Source: an optimization exercise on an open RTL-to-GDS flow (aim: small area, a short achievable clock period and few clock cycles per item). Production flows keep margins and buffers that such runs may drop.
At most, simulation tests tie the RTL to the original design; equivalence was not proved.

==> flow/design.v (excerpt) <==
module hmm_viterbi_decoder #(
  parameter int DATA_PREC       = 16,
  parameter int HIDDEN_STATES   = 4,
  parameter int OBSERVED_STATES = 4,
  parameter int OBSERVED_LEN    = 16,
  localparam int SW = (HIDDEN_STATES > 1) ? $clog2(HIDDEN_STATES) : 1,
  localparam int OW = (OBSERVED_STATES > 1) ? $clog2(OBSERVED_STATES) : 1
) (
  input  logic                 clk,
  input  logic                 rst,
  input  logic [HIDDEN_STATES*HIDDEN_STATES*DATA_PREC-1:0]   trans,
  input  logic [HIDDEN_STATES*OBSERVED_STATES*DATA_PREC-1:0] emm,
  input  logic [HIDDEN_STATES*DATA_PREC-1:0]                 stationary_distribution,
  input  logic                 in_valid,
  output logic                 in_ready,
  input  logic [OW-1:0]        in_obs,
  output logic                 out_valid,
  input  logic                 out_ready,
  output logic [SW-1:0]        out_state,
  output logic                 out_last,
  output logic [DATA_PREC-1:0] out_prob
);
  localparam int DP = DATA_PREC;
  function automatic logic [DP-1:0] tr_at(input int i, input int k);
    tr_at = trans[(i*4 + k)*DP +: DP];
  endfunction
  typedef enum logic [1:0] {S_WAIT, S_RUN, S_OUT} state_t;
  state_t     state_q;
  logic [2:0] ph_q;
  logic [3:0] t_q;
  logic       full_q;        
  logic       cont_q;        
  logic       abort_q;       
  logic [1:0] obs_q;
  logic       in_ready_q, out_valid_q, out_last_q;
  logic       bpw_q;         
  ...
For scale: roughly 4,400 cells after synthesis, about 390 flip-flops, about 48,000 um2 of cells after synthesis.
Settings: LEC_CHECK=0, ABC_CLOCK_PERIOD_IN_PS=5500, CAP_MARGIN=20, CORE_MARGIN=2, CORE_UTILIZATION=40, SLEW_MARGIN=20, SYNTH_HIERARCHICAL=1; clock period 24.0 ns.
standard.sh (not shown) runs the stock make flow with config.mk's settings and CLKGATE_MAP_FILE= SYNTH_SCRIPT=/design/flow/synth_recipe.tcl, a recipe that flattens the netlist after the stock synthesis.
==> flow/flow/run.sh <==
#!/bin/bash
# Layout flow: the standard ORFS flow (standard.sh), with
#  - port buffers of the smallest plain buffer instead of the default delay buffer,
#  - repair_timing asked for extra setup slack so that the layout is sized for speed
#    (the clock and constraints are the design's; only the repair target changes).
set -euo pipefail
source flow/params.sh
bash standard.sh \
  "BUFFER_PORTS_ARGS=-buffer_cell sky130_fd_sc_hd__buf_1" \
  "SETUP_SLACK_MARGIN=${MARGIN}" \
  finish > flow_make.log 2>&1
==> flow/flow/params.sh <==
MARGIN=18.0
Change:
--- a/flow/design.v
+++ b/flow/design.v
@@ -132,23 +132,17 @@
     end
   end
   always_ff @(posedge clk) begin
     a_q <= a_n;
     st_q <= st_n;
     b_q <= b_byp ? b_in : emm[({jn, obs_q})*DP +: DP];
     if (run && ph_q <= 3'd3) d_q <= em_y;
     x1_q <= (ph_q <= 3'd1) ? em_y : d_q;
-    if (run) begin
-      case (ph_q)
-        3'd0: x2_q <= em_y;
-        3'd1, 3'd2, 3'd3: x2_q <= d_q;
-        default: ;
-      endcase
-    end
+    x2_q <= (ph_q == 3'd0) ? em_y : (ph_q == 3'd4) ? x1_q : d_q;
     tr_q <= tr_n;
     p_q  <= tr_y;
     for (int k = 0; k < 4; k++) begin
       m_q[k]   <= (k != 0 && state_q == S_WAIT && t_q == 4'd0) ? stationary_distribution[k*DP +: DP] : fold_res[k];
       if (k != 0 || !amax) bpc_q[k] <= fold_bp[k];
     end
     if (bpw_q)
       bp_q[t_q] <= bpc_q;
=> Setup slack is worse by 62 ps. Final area fell slightly. Count of clock-buffer cells in the layout increases by 3. Wire length rises slightly. Synthesized area came out lower slightly. Maximum frequency falls slightly. Core utilization stays flat.
Testbench counts after the change, summed over its fixed seeds: cycles 28,672, sequences 256.
The RTL of the first run of this note was laid out without a check of its function.


hmm_viterbi_decoder, a different RTL version from the one above (not shown whole).
For scale: about 4400 cells after synthesis, roughly 390 flip-flops, ~600 I/O pins, ~47000 um2 of cells after synthesis.
Settings: LEC_CHECK=0, ABC_CLOCK_PERIOD_IN_PS=5500, CAP_MARGIN=20, CORE_MARGIN=2, CORE_UTILIZATION=40, SLEW_MARGIN=20, SYNTH_HIERARCHICAL=1; clock period 24.0 ns.
Scripts as last shown in full above: flow/flow/run.sh, flow/flow/params.sh
Next try:
--- a/flow/design.v
+++ b/flow/design.v
@@ -90,12 +90,18 @@
       3'd2: jn = 2'd3;
       default: jn = 2'd0;
     endcase
     if (!run) jn = 2'd0;
   end
   wire b_byp = (jn == 2'd0) & ~full_q;
+  logic [DP-1:0] b_in;      
+  always_comb begin
+    b_in = '0;
+    for (int o = 0; o < 4; o++)
+      b_in = b_in | ({DP{in_obs == 2'(o)}} & emm[o*DP +: DP]);
+  end
   logic [DP-1:0] a_n;
   always_comb begin
     case (ph_q)
       3'd0: a_n = fold_res[1];
       3'd1: a_n = m_q[2];
       3'd2: a_n = m_q[3];
@@ -124,14 +130,13 @@
       if (t_q == 4'd15) st_n = bpc_q[st_q];
       else if (t_q != 4'd0) st_n = bp_q[t_q][st_q];
     end
   end
   always_ff @(posedge clk) begin
     a_q <= a_n;
-    st_q <= st_n;
-    b_q <= b_byp ? emm[({2'd0, in_obs})*DP +: DP] : emm[({jn, obs_q})*DP +: DP];
+    b_q <= b_byp ? b_in : emm[({jn, obs_q})*DP +: DP];
     if (run && ph_q <= 3'd3) d_q <= em_y;
     x1_q <= (ph_q <= 3'd1) ? em_y : d_q;
     if (run) begin
       case (ph_q)
         3'd0: x2_q <= em_y;
         3'd1, 3'd2, 3'd3: x2_q <= d_q;
@@ -194,22 +199,27 @@
         end
       end
       default: state_d = S_WAIT;
     endcase
   end
   logic [3:0] fen_d, ffirst_d;
-  logic       s0d_d, s1p0_d, s2p1_d, s3p0_d;
+  logic       s0d_d, s1p0_d, s2p1_d, s3p0_d, bpw_d;
+  logic [2:0] ph_n;
   always_comb begin
     logic run_n, cur_n, prev_n, amax_n;
-    run_n  = (state_d == S_RUN);
-    cur_n  = run_n & (t_d != 4'd15);
-    prev_n = run_n & cont_d;
-    amax_n = run_n & (t_d == 4'd15) & ~abort_d & (ph_d >= 3'd1) & (ph_d <= 3'd4);
+    logic [3:0] t_n;
+    run_n  = run & ~(ph_q == 3'd1 && abort_q) & ~(last_f && ph_q == 3'd4);
+    ph_n   = (ph_q == 3'd5) ? 3'd0 : ph_q + 3'd1;
+    t_n    = (ph_q == 3'd5) ? t_q + 4'd1 : t_q;
+    cur_n  = run_n & (t_n != 4'd15);
+    prev_n = run_n & ((ph_q == 3'd5) | cont_q);
+    amax_n = run_n & (t_n == 4'd15) & ~abort_q & (ph_n >= 3'd1) & (ph_n <= 3'd4);
+    bpw_d  = run_n & (ph_n == 3'd2) & (t_n != 4'd0) & (t_n != 4'd15);
     fen_d = '0; ffirst_d = '0;
     s1p0_d = 1'b0; s2p1_d = 1'b0; s3p0_d = 1'b0;
-    case (ph_d)
+    case (ph_n)
       3'd0: begin
         fen_d[1] = prev_n; s1p0_d = 1'b1;
         fen_d[2] = prev_n; s2p1_d = 1'b1;
         fen_d[3] = prev_n;
       end
       3'd1: begin
@@ -231,15 +241,21 @@
       end
       default: ;
     endcase
     s0d_d = amax_n;
     if (amax_n) begin
       fen_d[0]    = 1'b1;
-      ffirst_d[0] = (ph_d == 3'd1);
+      ffirst_d[0] = (ph_n == 3'd1);
     end
   end
+  logic ir_base;
+  always_comb begin
+    if (state_q == S_WAIT) ir_base = ~full_q;
+    else if (ph_q == 3'd1 && abort_q) ir_base = ~full_q;
+    else ir_base = ~(full_q & (ph_q != 3'd2)) & ~last_f & ~(ph_q == 3'd5 && t_q == 4'd14);
+  end
   always_ff @(posedge clk or posedge rst) begin
     if (rst) begin
       fen_q       <= '0;
       ffirst_q    <= '0;
       {s0d_q, s1p0_q, s2p1_q, s3p0_q} <= '0;
       bpw_q       <= 1'b0;
@@ -247,26 +263,28 @@
       ph_q        <= 3'd0;
       t_q         <= 4'd0;
       full_q      <= 1'b0;
       cont_q      <= 1'b0;
       abort_q     <= 1'b0;
       in_ready_q  <= 1'b0;
+      st_q        <= 2'd0;
       out_valid_q <= 1'b0;
       out_last_q  <= 1'b0;
     end else begin
       fen_q       <= fen_d;
       ffirst_q    <= ffirst_d;
       {s0d_q, s1p0_q, s2p1_q, s3p0_q} <= {s0d_d, s1p0_d, s2p1_d, s3p0_d};
-      bpw_q       <= (state_d == S_RUN) && (ph_d == 3'd2) && (t_d != 4'd0) && (t_d != 4'd15);
+      bpw_q       <= bpw_d;
       state_q     <= state_d;
       ph_q        <= ph_d;
       t_q         <= t_d;
       full_q      <= full_d;
       cont_q      <= cont_d;
       abort_q     <= abort_d;
-      in_ready_q  <= ~full_d & ~(state_d == S_OUT) & ~(state_d == S_RUN && t_d == 4'd15);
+      st_q        <= st_n;
+      in_ready_q  <= (state_q == S_OUT) ? (out_ready & (t_q == 4'd0)) : (ir_base & ~accept);
       out_valid_q <= (state_d == S_OUT);
       out_last_q  <= (state_d == S_OUT) && (t_d == 4'd0);
     end
   end
   always_ff @(posedge clk) begin
     if (accept) obs_q <= in_obs;
Effect:
- via count came out higher slightly
- die area came out higher slightly
- final area came out higher slightly
- global-route usage came out higher by 0.71 points
- wire length came out higher by a few percent
- core utilization came out lower by 0.49 points
- clock skew came out lower by 0.0036 ns
- setup slack gains 0.22 ns
- synthesized area came out higher slightly
- final cell count came out lower slightly
Testbench counts after the change, summed over its fixed seeds: cycles 28,672, sequences 256.
The RTL of the first run of this note was laid out without a check of its function.

[port drivers added, routing unchanged]
In the flow no input, the clock included, has a driving cell. The finished layouts below were timed again as built, in two steps. Step 1: set_driving_cell puts a clkbuf_16 on clk and a buf_2 on each other input, an assumption about the parent block. Step 2 also shifts input and output timing later by t, the mid clock arrival at the registers, as if the neighbouring blocks saw the same clock. a / b / c = ideal ports / drivers / drivers and shift; a / b = the first two.
run	shift t [ns]	slack for setup (ns)	worst hold slack (ns)	worst setup path after step 2	latest minus earliest clock arrival (ns)
the first run of note 1	0.716	18.009 / 17.942 / 17.399	0.538 / 0.538 / 0.538	input to register	0.058 / 0.058
the second run of note 1	0.707	17.947 / 17.882 / 17.369	0.559 / 0.559 / 0.559	input to register	0.107 / 0.107
the first run of note 2	0.714	17.732 / 17.739 / 17.025	0.532 / 0.532 / 0.532	input to register	0.053 / 0.053
the second run of note 2	0.683	17.952 / 17.886 / 17.412	0.504 / 0.504 / 0.504	input to register	0.053 / 0.052
After both steps setup and hold are still met in every run listed. The setup slack of the first run of note 2, which loses most, moves by +0.007 ns with the drivers and by -0.707 ns with both steps.
